From an optimization exercise on the open Yosys and OpenROAD flow, aimed at small area, a short achievable clock period and few clock cycles; shortcuts taken in it are not production practice.
At most, simulation tests tie the RTL to the original design; equivalence was not proved.
The flow treats the clock pin as an ideal source, which a real chip does not have.
No activity file was given, so power comes from the tool's default toggle rates.

==> trial 67 <==
// mem_unit
module mem_unit (
  input  logic                   clk_in,
  input  logic                   rst_in,
  input  logic                   rdy_in,
  input  logic                   fetch_en,
  input  mem_pkg::addr_t         fetch_addr,
  output logic                   fetch_done,
  output mem_pkg::word_t         fetch_data,
  input  logic                   load_en,
  input  mem_pkg::addr_t         load_addr,
  input  mem_pkg::size_t         load_size,
  output logic                   load_done,
  output mem_pkg::word_t         load_data,
  input  logic                   store_en,
  input  mem_pkg::addr_t         store_addr,
  input  mem_pkg::size_t         store_size,
  input  mem_pkg::word_t         store_data,
  output logic                   store_done,
  input  logic                   flush_in,
  input  logic                   io_buffer_full,
  input  mem_pkg::byte_t         mem_din,
  output mem_pkg::byte_t         mem_dout,
  output mem_pkg::addr_t         mem_a,
  output logic                   mem_wr
);
  logic        f_out;       
  logic        s_val;       
  logic [15:0] sw;
  logic [2:0]  fc;
  logic        fdin;        
  logic        f_sub;       
  logic [31:0] ra;
  logic        d_busy;
  logic        d_run;       
  logic        own;         
  logic        own_w;       
  logic        d_wr;        
  logic        d_io;        
  logic [17:0] d_q;         
  logic [1:0]  d_idx;       
  logic [1:0]  d_last;      
  logic [3:0]  wb;          
  logic        ldin;        
  logic        l_fin;       
  ...
Settings: LEC_CHECK=0, CAP_MARGIN=20, CORE_MARGIN=2, CORE_UTILIZATION=70, SETUP_SLACK_MARGIN=2.5, SLEW_MARGIN=20; clock period 5.0 ns.
standard.sh (not shown) runs the stock make flow with config.mk's settings and CLKGATE_MAP_FILE= SYNTH_SCRIPT=/design/flow/synth_recipe.tcl, a recipe that flattens the netlist after the stock synthesis.
==> flow/flow/run.sh <==
#!/bin/bash
# Standard layout, except:
# - the port buffers are plain buf_1 cells (the default pick is the slower
#   and larger clkdlybuf4s50_1); the resizer still sizes them up where
#   timing or slew needs it;
# - the clock tree is built by flow/clock_tree.tcl just before the CTS step
#   (one root buffer, one leaf buffer per cluster of flip-flops), and the
#   CTS step is then left with nothing to do. Its usual tree for this small
#   design is 17 leaf buffers of about 8 flip-flops each.
set -euo pipefail
export BUFFER_PORTS_ARGS="-buffer_cell sky130_fd_sc_hd__buf_1"
export PRE_CTS_TCL="$PWD/flow/clock_tree.tcl"
export CTS_ARGS="-clk_nets clk_in"
bash standard.sh > flow_make.log 2>&1
==> flow/flow/clock_tree.tcl <==
# A small balanced clock tree made by hand: the clock port drives one root
# buffer, which drives one leaf buffer per cluster of flip-flops (clusters
# by k-means on the flip-flops' places); every flip-flop is two buffers from
# the port.
proc my_manual_clock_tree {nleaf rootcell leafcell} {
  set db [ord::get_db]
  set block [ord::get_db_block]
  set clknet [$block findNet clk_in]
  set pts {}
  foreach it [$clknet getITerms] {
    set box [[$it getInst] getBBox]
    lappend pts [list [expr {([$box xMin] + [$box xMax]) / 2}] [expr {([$box yMin] + [$box yMax]) / 2}] $it]
  }
  # start the centres on a spread of the flip-flops sorted by x then y
  set sorted [lsort -integer -index 0 $pts]
  set n [llength $sorted]
  set cs {}
  for {set g 0} {$g < $nleaf} {incr g} {
    set p [lindex $sorted [expr {($g * $n + $n / 2) / $nleaf}]]
    lappend cs [list [lindex $p 0] [lindex $p 1]]
  }
  for {set iter 0} {$iter < 30} {incr iter} {
    set sum {}
    for {set g 0} {$g < $nleaf} {incr g} { lappend sum [list 0 0 0] }
    set asg {}
    foreach p $pts {
      lassign $p x y
      set best 0; set bd -1
      for {set g 0} {$g < $nleaf} {incr g} {
        lassign [lindex $cs $g] cx cy
        set d [expr {abs($x - $cx) + abs($y - $cy)}]
        if {$bd < 0 || $d < $bd} { set bd $d; set best $g }
      }
      lappend asg $best
      lassign [lindex $sum $best] sx sy sn
      lset sum $best [list [expr {$sx + $x}] [expr {$sy + $y}] [expr {$sn + 1}]]
    }
    set ncs {}
    for {set g 0} {$g < $nleaf} {incr g} {
      lassign [lindex $sum $g] sx sy sn
      if {$sn > 0} { lappend ncs [list [expr {$sx / $sn}] [expr {$sy / $sn}]] } else { lappend ncs [lindex $cs $g] }
    }
    set cs $ncs
  }
  set mroot [$db findMaster $rootcell]
  set mleaf [$db findMaster $leafcell]
  set root [odb::dbInst_create $block $mroot clktree_root]
  set rnet [odb::dbNet_create $block clktree_root_net]
  $rnet setSigType CLOCK
  [$root findITerm A] connect $clknet
  [$root findITerm X] connect $rnet
  set leaves {}
  set lnets {}
  for {set g 0} {$g < $nleaf} {incr g} {
    set leaf [odb::dbInst_create $block $mleaf clktree_leaf_$g]
    set lnet [odb::dbNet_create $block clktree_leaf_net_$g]
    $lnet setSigType CLOCK
    [$leaf findITerm A] connect $rnet
    [$leaf findITerm X] connect $lnet
    lassign [lindex $cs $g] cx cy
    $leaf setLocation $cx $cy
    $leaf setPlacementStatus PLACED
    lappend lnets $lnet
  }
  foreach p $pts g $asg {
    set it [lindex $p 2]
    $it disconnect
    $it connect [lindex $lnets $g]
  }
  set sx 0; set sy 0
  foreach c $cs { incr sx [lindex $c 0]; incr sy [lindex $c 1] }
  $root setLocation [expr {$sx / $nleaf}] [expr {$sy / $nleaf}]
  $root setPlacementStatus PLACED
}

my_manual_clock_tree 5 sky130_fd_sc_hd__clkbuf_8 sky130_fd_sc_hd__clkbuf_16
set_propagated_clock [all_clocks]
==> build 72 (differences from trial 67) <==
--- a/flow/design.v
+++ b/flow/design.v
@@ -87,18 +87,14 @@
   assign fc0      = f_done0 ? 3'd0 : fc + {2'd0, f_go0};
   assign sw0      = f_done0 ? sw + 16'd1 : sw;
   assign f_new    = fetch_en && !(s_val && fetch_addr[17:2] == sw);
   assign mem_a    = {14'd0, own ? d_q : {sw, fc[1:0]}};
   assign mem_dout = ({8{wb[0]}} & ra[7:0])   | ({8{wb[1]}} & ra[15:8]) |
                     ({8{wb[2]}} & ra[23:16]) | ({8{wb[3]}} & ra[31:24]);
   assign mem_wr   = rdy_in && own_w && !(d_io && io_buffer_full);
-  assign wb       = 4'b0001 << d_idx;
-  assign ls1      = l_fin && d_last == 2'd0;
-  assign ls2      = l_fin && d_last == 2'd1;
-  assign ls4      = l_fin && d_last[1];
   assign fetch_data = {({8{f_sub}} & mem_din) | ra[31:24], ra[23:0]};
   assign load_data[7:0]   = ({8{ls1}} & mem_din) | ra[7:0];
   assign load_data[15:8]  = ({8{ls2}} & mem_din) | ra[15:8];
   assign load_data[23:16] = ra[23:16];
   assign load_data[31:24] = {8{ls4}} & mem_din;
   logic [1:0] f_lane, l_lane;
   assign f_lane = fc[1:0] - 2'd1;
@@ -179,14 +175,17 @@
       f_out      <= 1'b0;
       s_val      <= 1'b0;
       fc         <= 3'd0;
       fdin       <= 1'b0;
       f_sub      <= 1'b0;
       ldin       <= 1'b0;
       l_fin      <= 1'b0;
+      ls1        <= 1'b0;
+      ls2        <= 1'b0;
+      ls4        <= 1'b0;
       d_busy     <= 1'b0;
       d_run      <= 1'b0;
       own        <= 1'b0;
       own_w      <= 1'b0;
       d_wr       <= 1'b0;
       fetch_done <= 1'b0;
       load_done  <= 1'b0;
@@ -200,31 +199,38 @@
       d_io   <= n_io;
       d_idx  <= n_idx;
       d_last <= n_last;
       f_out  <= n_fout;
       fc     <= n_fc;
       own    <= n_own;
       own_w  <= n_own && n_wr;
+      wb     <= 4'b0001 << n_idx;
       if (!rdy_in)
       begin
         fdin  <= 1'b0;
         f_sub <= 1'b0;
         ldin  <= 1'b0;
         l_fin <= 1'b0;
+        ls1   <= 1'b0;
+        ls2   <= 1'b0;
+        ls4   <= 1'b0;
         if (l_fin)
           load_done <= 1'b0;
       end
       else
       begin
         if (d_req)
           d_q <= req_addr;
         else if (d_go && !d_end)
           d_q <= d_q + 18'd1;
         ldin      <= d_go && !d_wr;
         l_fin     <= d_end && !d_wr;
+        ls1       <= d_end && !d_wr && d_last == 2'd0;
+        ls2       <= d_end && !d_wr && d_last == 2'd1;
+        ls4       <= d_end && !d_wr && d_last[1];
         load_done <= d_end && !d_wr;
         store_done <= (n_own && n_wr && !n_io && n_idx == n_last) ||
                       (d_end && d_wr && d_io);
         fdin       <= f_go0 && !f_new;
         f_sub      <= f_go0 && c_out && fc == 3'd3 && !f_new;
         fetch_done <= f_done0 && !f_new;
         sw         <= fetch_en ? fetch_addr[17:2] : sw0;
==> flow/flow/run.sh (replaced) <==
#!/bin/bash
# Standard layout, with the port buffers made of plain buf_1 cells
# (the default pick is the slower and larger clkdlybuf4s50_1); the
# resizer still sizes them up where timing or slew needs it.
set -euo pipefail
export BUFFER_PORTS_ARGS="-buffer_cell sky130_fd_sc_hd__buf_1"
bash standard.sh > flow_make.log 2>&1
- CORE_UTILIZATION: 70 -> 40
- CTS_BUF_LIST: not set -> sky130_fd_sc_hd__clkbuf_4 sky130_fd_sc_hd__clkbuf_8
- CTS_CLUSTER_DIAMETER: not set -> 150
- CTS_CLUSTER_SIZE: not set -> 40
removed: flow/flow/clock_tree.tcl
==> trial 59 (differences from trial 67) <==
--- a/flow/design.v
+++ b/flow/design.v
@@ -47,15 +47,14 @@
   logic        own;         
   logic        own_w;       
   logic        d_wr;        
   logic        d_io;        
   logic [17:0] d_q;         
   logic [1:0]  d_idx;       
   logic [1:0]  d_last;      
-  logic [3:0]  wb;          
   logic        ldin;        
   logic        l_fin;       
   logic        ls1, ls2, ls4;  
   logic        d_req;
   logic [1:0]  req_size, req_last;
   logic [17:0] req_addr;
   logic        req_io;
@@ -84,21 +83,16 @@
   assign f_go0    = !own && !fc[2] && (c_out || s_val) && !store_en;
   assign l_start  = own && !d_run && !d_wr;
   assign f_done0  = c_out && ((fc[2] && !l_start && !store_en) || (f_go0 && fc == 3'd3));
   assign fc0      = f_done0 ? 3'd0 : fc + {2'd0, f_go0};
   assign sw0      = f_done0 ? sw + 16'd1 : sw;
   assign f_new    = fetch_en && !(s_val && fetch_addr[17:2] == sw);
   assign mem_a    = {14'd0, own ? d_q : {sw, fc[1:0]}};
-  assign mem_dout = ({8{wb[0]}} & ra[7:0])   | ({8{wb[1]}} & ra[15:8]) |
-                    ({8{wb[2]}} & ra[23:16]) | ({8{wb[3]}} & ra[31:24]);
+  assign mem_dout = ra[8*d_idx +: 8];
   assign mem_wr   = rdy_in && own_w && !(d_io && io_buffer_full);
-  assign wb       = 4'b0001 << d_idx;
-  assign ls1      = l_fin && d_last == 2'd0;
-  assign ls2      = l_fin && d_last == 2'd1;
-  assign ls4      = l_fin && d_last[1];
   assign fetch_data = {({8{f_sub}} & mem_din) | ra[31:24], ra[23:0]};
   assign load_data[7:0]   = ({8{ls1}} & mem_din) | ra[7:0];
   assign load_data[15:8]  = ({8{ls2}} & mem_din) | ra[15:8];
   assign load_data[23:16] = ra[23:16];
   assign load_data[31:24] = {8{ls4}} & mem_din;
   logic [1:0] f_lane, l_lane;
   assign f_lane = fc[1:0] - 2'd1;
@@ -179,14 +173,17 @@
       f_out      <= 1'b0;
       s_val      <= 1'b0;
       fc         <= 3'd0;
       fdin       <= 1'b0;
       f_sub      <= 1'b0;
       ldin       <= 1'b0;
       l_fin      <= 1'b0;
+      ls1        <= 1'b0;
+      ls2        <= 1'b0;
+      ls4        <= 1'b0;
       d_busy     <= 1'b0;
       d_run      <= 1'b0;
       own        <= 1'b0;
       own_w      <= 1'b0;
       d_wr       <= 1'b0;
       fetch_done <= 1'b0;
       load_done  <= 1'b0;
@@ -206,25 +203,31 @@
       own_w  <= n_own && n_wr;
       if (!rdy_in)
       begin
         fdin  <= 1'b0;
         f_sub <= 1'b0;
         ldin  <= 1'b0;
         l_fin <= 1'b0;
+        ls1   <= 1'b0;
+        ls2   <= 1'b0;
+        ls4   <= 1'b0;
         if (l_fin)
           load_done <= 1'b0;
       end
       else
       begin
         if (d_req)
           d_q <= req_addr;
         else if (d_go && !d_end)
           d_q <= d_q + 18'd1;
         ldin      <= d_go && !d_wr;
         l_fin     <= d_end && !d_wr;
+        ls1       <= d_end && !d_wr && d_last == 2'd0;
+        ls2       <= d_end && !d_wr && d_last == 2'd1;
+        ls4       <= d_end && !d_wr && d_last[1];
         load_done <= d_end && !d_wr;
         store_done <= (n_own && n_wr && !n_io && n_idx == n_last) ||
                       (d_end && d_wr && d_io);
         fdin       <= f_go0 && !f_new;
         f_sub      <= f_go0 && c_out && fc == 3'd3 && !f_new;
         fetch_done <= f_done0 && !f_new;
         sw         <= fetch_en ? fetch_addr[17:2] : sw0;
==> trial 39 (differences from trial 67) <==
--- a/flow/design.v
+++ b/flow/design.v
@@ -47,14 +47,15 @@
   logic        own;         
   logic        own_w;       
   logic        d_wr;        
   logic        d_io;        
   logic [17:0] d_q;         
   logic [1:0]  d_idx;       
   logic [1:0]  d_last;      
+  logic [31:0] sd;          
   logic [3:0]  wb;          
   logic        ldin;        
   logic        l_fin;       
   logic        ls1, ls2, ls4;  
   logic        d_req;
   logic [1:0]  req_size, req_last;
   logic [17:0] req_addr;
@@ -77,28 +78,24 @@
   assign req_size = load_en ? load_size : store_size;
   assign req_last = req_size[1] ? 2'd3 : {1'b0, req_size[0]};
   assign req_addr = load_en ? load_addr[17:0] : store_addr[17:0];
   assign req_io   = (req_addr[17:16] == mem_pkg::IO_SELECT);
   assign d_go     = own && !(d_wr && d_io && io_buffer_full);
   assign d_end    = d_go && d_idx == d_last;
   assign c_out    = fetch_en || (f_out && !flush_in);
-  assign f_go0    = !own && !fc[2] && (c_out || s_val) && !store_en;
+  assign f_go0    = !own && !fc[2] && (c_out || s_val);
   assign l_start  = own && !d_run && !d_wr;
-  assign f_done0  = c_out && ((fc[2] && !l_start && !store_en) || (f_go0 && fc == 3'd3));
+  assign f_done0  = c_out && ((fc[2] && !l_start) || (f_go0 && fc == 3'd3));
   assign fc0      = f_done0 ? 3'd0 : fc + {2'd0, f_go0};
   assign sw0      = f_done0 ? sw + 16'd1 : sw;
   assign f_new    = fetch_en && !(s_val && fetch_addr[17:2] == sw);
   assign mem_a    = {14'd0, own ? d_q : {sw, fc[1:0]}};
-  assign mem_dout = ({8{wb[0]}} & ra[7:0])   | ({8{wb[1]}} & ra[15:8]) |
-                    ({8{wb[2]}} & ra[23:16]) | ({8{wb[3]}} & ra[31:24]);
+  assign mem_dout = ({8{wb[0]}} & sd[7:0])   | ({8{wb[1]}} & sd[15:8]) |
+                    ({8{wb[2]}} & sd[23:16]) | ({8{wb[3]}} & sd[31:24]);
   assign mem_wr   = rdy_in && own_w && !(d_io && io_buffer_full);
-  assign wb       = 4'b0001 << d_idx;
-  assign ls1      = l_fin && d_last == 2'd0;
-  assign ls2      = l_fin && d_last == 2'd1;
-  assign ls4      = l_fin && d_last[1];
   assign fetch_data = {({8{f_sub}} & mem_din) | ra[31:24], ra[23:0]};
   assign load_data[7:0]   = ({8{ls1}} & mem_din) | ra[7:0];
   assign load_data[15:8]  = ({8{ls2}} & mem_din) | ra[15:8];
   assign load_data[23:16] = ra[23:16];
   assign load_data[31:24] = {8{ls4}} & mem_din;
   logic [1:0] f_lane, l_lane;
   assign f_lane = fc[1:0] - 2'd1;
@@ -115,15 +112,15 @@
         ra[7:0] <= 8'd0;
       if (!d_last[1])
         ra[23:8] <= 16'd0;
     end
     if (rdy_in && f_go0 && c_out && fc == 3'd3 && !f_new)
       ra[31:24] <= 8'd0;
     if (rdy_in && store_en)
-      ra <= store_data;
+      sd <= store_data;
   end
   always_comb
   begin
     n_busy = d_busy;
     n_run  = d_run;
     n_wr   = d_wr;
     n_io   = d_io;
@@ -158,35 +155,38 @@
           n_busy = 1'b0;
           n_wr   = 1'b0;
         end
         else if (d_go)
           n_idx = d_idx + 2'd1;
       end
       n_fout = f_new || (c_out && !f_done0);
-      n_fc   = (f_new || l_start || store_en) ? 3'd0 :
+      n_fc   = (f_new || l_start) ? 3'd0 :
                (fetch_en && f_done0) ? 3'd4 : fc0;
     end
     fc_h   = fc + {2'd0, !own && !fc[2]};
     f_hold = (fetch_en || f_out) && fc_h != 3'd0 && !fc_h[2];
     if (!rdy_in)
       n_own = own || l_fin;
     else
-      n_own = n_busy && (n_run || n_wr || !f_hold);
+      n_own = n_busy && (n_run || !f_hold);
   end
   always_ff @(posedge clk_in)
   begin
     if (rst_in)
     begin
       f_out      <= 1'b0;
       s_val      <= 1'b0;
       fc         <= 3'd0;
       fdin       <= 1'b0;
       f_sub      <= 1'b0;
       ldin       <= 1'b0;
       l_fin      <= 1'b0;
+      ls1        <= 1'b0;
+      ls2        <= 1'b0;
+      ls4        <= 1'b0;
       d_busy     <= 1'b0;
       d_run      <= 1'b0;
       own        <= 1'b0;
       own_w      <= 1'b0;
       d_wr       <= 1'b0;
       fetch_done <= 1'b0;
       load_done  <= 1'b0;
@@ -200,31 +200,38 @@
       d_io   <= n_io;
       d_idx  <= n_idx;
       d_last <= n_last;
       f_out  <= n_fout;
       fc     <= n_fc;
       own    <= n_own;
       own_w  <= n_own && n_wr;
+      wb     <= 4'b0001 << n_idx;
       if (!rdy_in)
       begin
         fdin  <= 1'b0;
         f_sub <= 1'b0;
         ldin  <= 1'b0;
         l_fin <= 1'b0;
+        ls1   <= 1'b0;
+        ls2   <= 1'b0;
+        ls4   <= 1'b0;
         if (l_fin)
           load_done <= 1'b0;
       end
       else
       begin
         if (d_req)
           d_q <= req_addr;
         else if (d_go && !d_end)
           d_q <= d_q + 18'd1;
         ldin      <= d_go && !d_wr;
         l_fin     <= d_end && !d_wr;
+        ls1       <= d_end && !d_wr && d_last == 2'd0;
+        ls2       <= d_end && !d_wr && d_last == 2'd1;
+        ls4       <= d_end && !d_wr && d_last[1];
         load_done <= d_end && !d_wr;
         store_done <= (n_own && n_wr && !n_io && n_idx == n_last) ||
                       (d_end && d_wr && d_io);
         fdin       <= f_go0 && !f_new;
         f_sub      <= f_go0 && c_out && fc == 3'd3 && !f_new;
         fetch_done <= f_done0 && !f_new;
         sw         <= fetch_en ? fetch_addr[17:2] : sw0;
- CORE_UTILIZATION: 70 -> 40
- SETUP_SLACK_MARGIN: 2.5 -> 2.6
==> comparison <==
Against trial 59, the wire length of trial 39 is higher by about 5%. The highest register-to-register slack belongs to trial 39, the lowest to trial 67. Of trial 59 and build 72, build 72 has the higher first-iteration DRC count (gap about 10%, measured against build 72). The lowest sequential power belongs to trial 67, the highest to trial 39. Cell area, highest first: trial 39, build 72, trial 67, trial 59.
Testbench counts of build 72, summed over its fixed seeds: cycles 68,456.
Testbench counts of trial 39, summed over its fixed seeds: cycles 65,049.
The RTL of trial 67 and trial 59 was laid out without a check of its function.

-- separate check: timing with driven ports --
How much do the figures lean on ideal ports? The routed layouts below were timed once more, with nothing changed but the port constraints. Step 1 assumes that a clkbuf_16 drives the clock port and a buf_2 every other input. Step 2 adds t to the input delays and takes it off the output delays; t is the mean of the earliest and latest rising clock arrival at the registers after step 1. Input paths then give back, and output paths get back, about the clock's delay inside the block. Slacks: ideal / step 1 / step 2; pairs: ideal / step 1.
run | shift t [ns] | slack for setup (ns) | cell pins on the clock port's net
trial 67 | 0.409 | 2.365 / 2.331 / 2.080 | 1
build 72 | 0.418 | 2.490 / 2.451 / 2.233 | 1
trial 59 | 0.406 | 2.426 / 2.393 / 2.200 | 1
trial 39 | 0.430 | 2.569 / 2.513 / 2.280 | 1
After both steps setup and hold are still met in every run listed. The setup slack of trial 39, which loses most, moves by -0.056 ns with the drivers and by -0.289 ns with both steps.
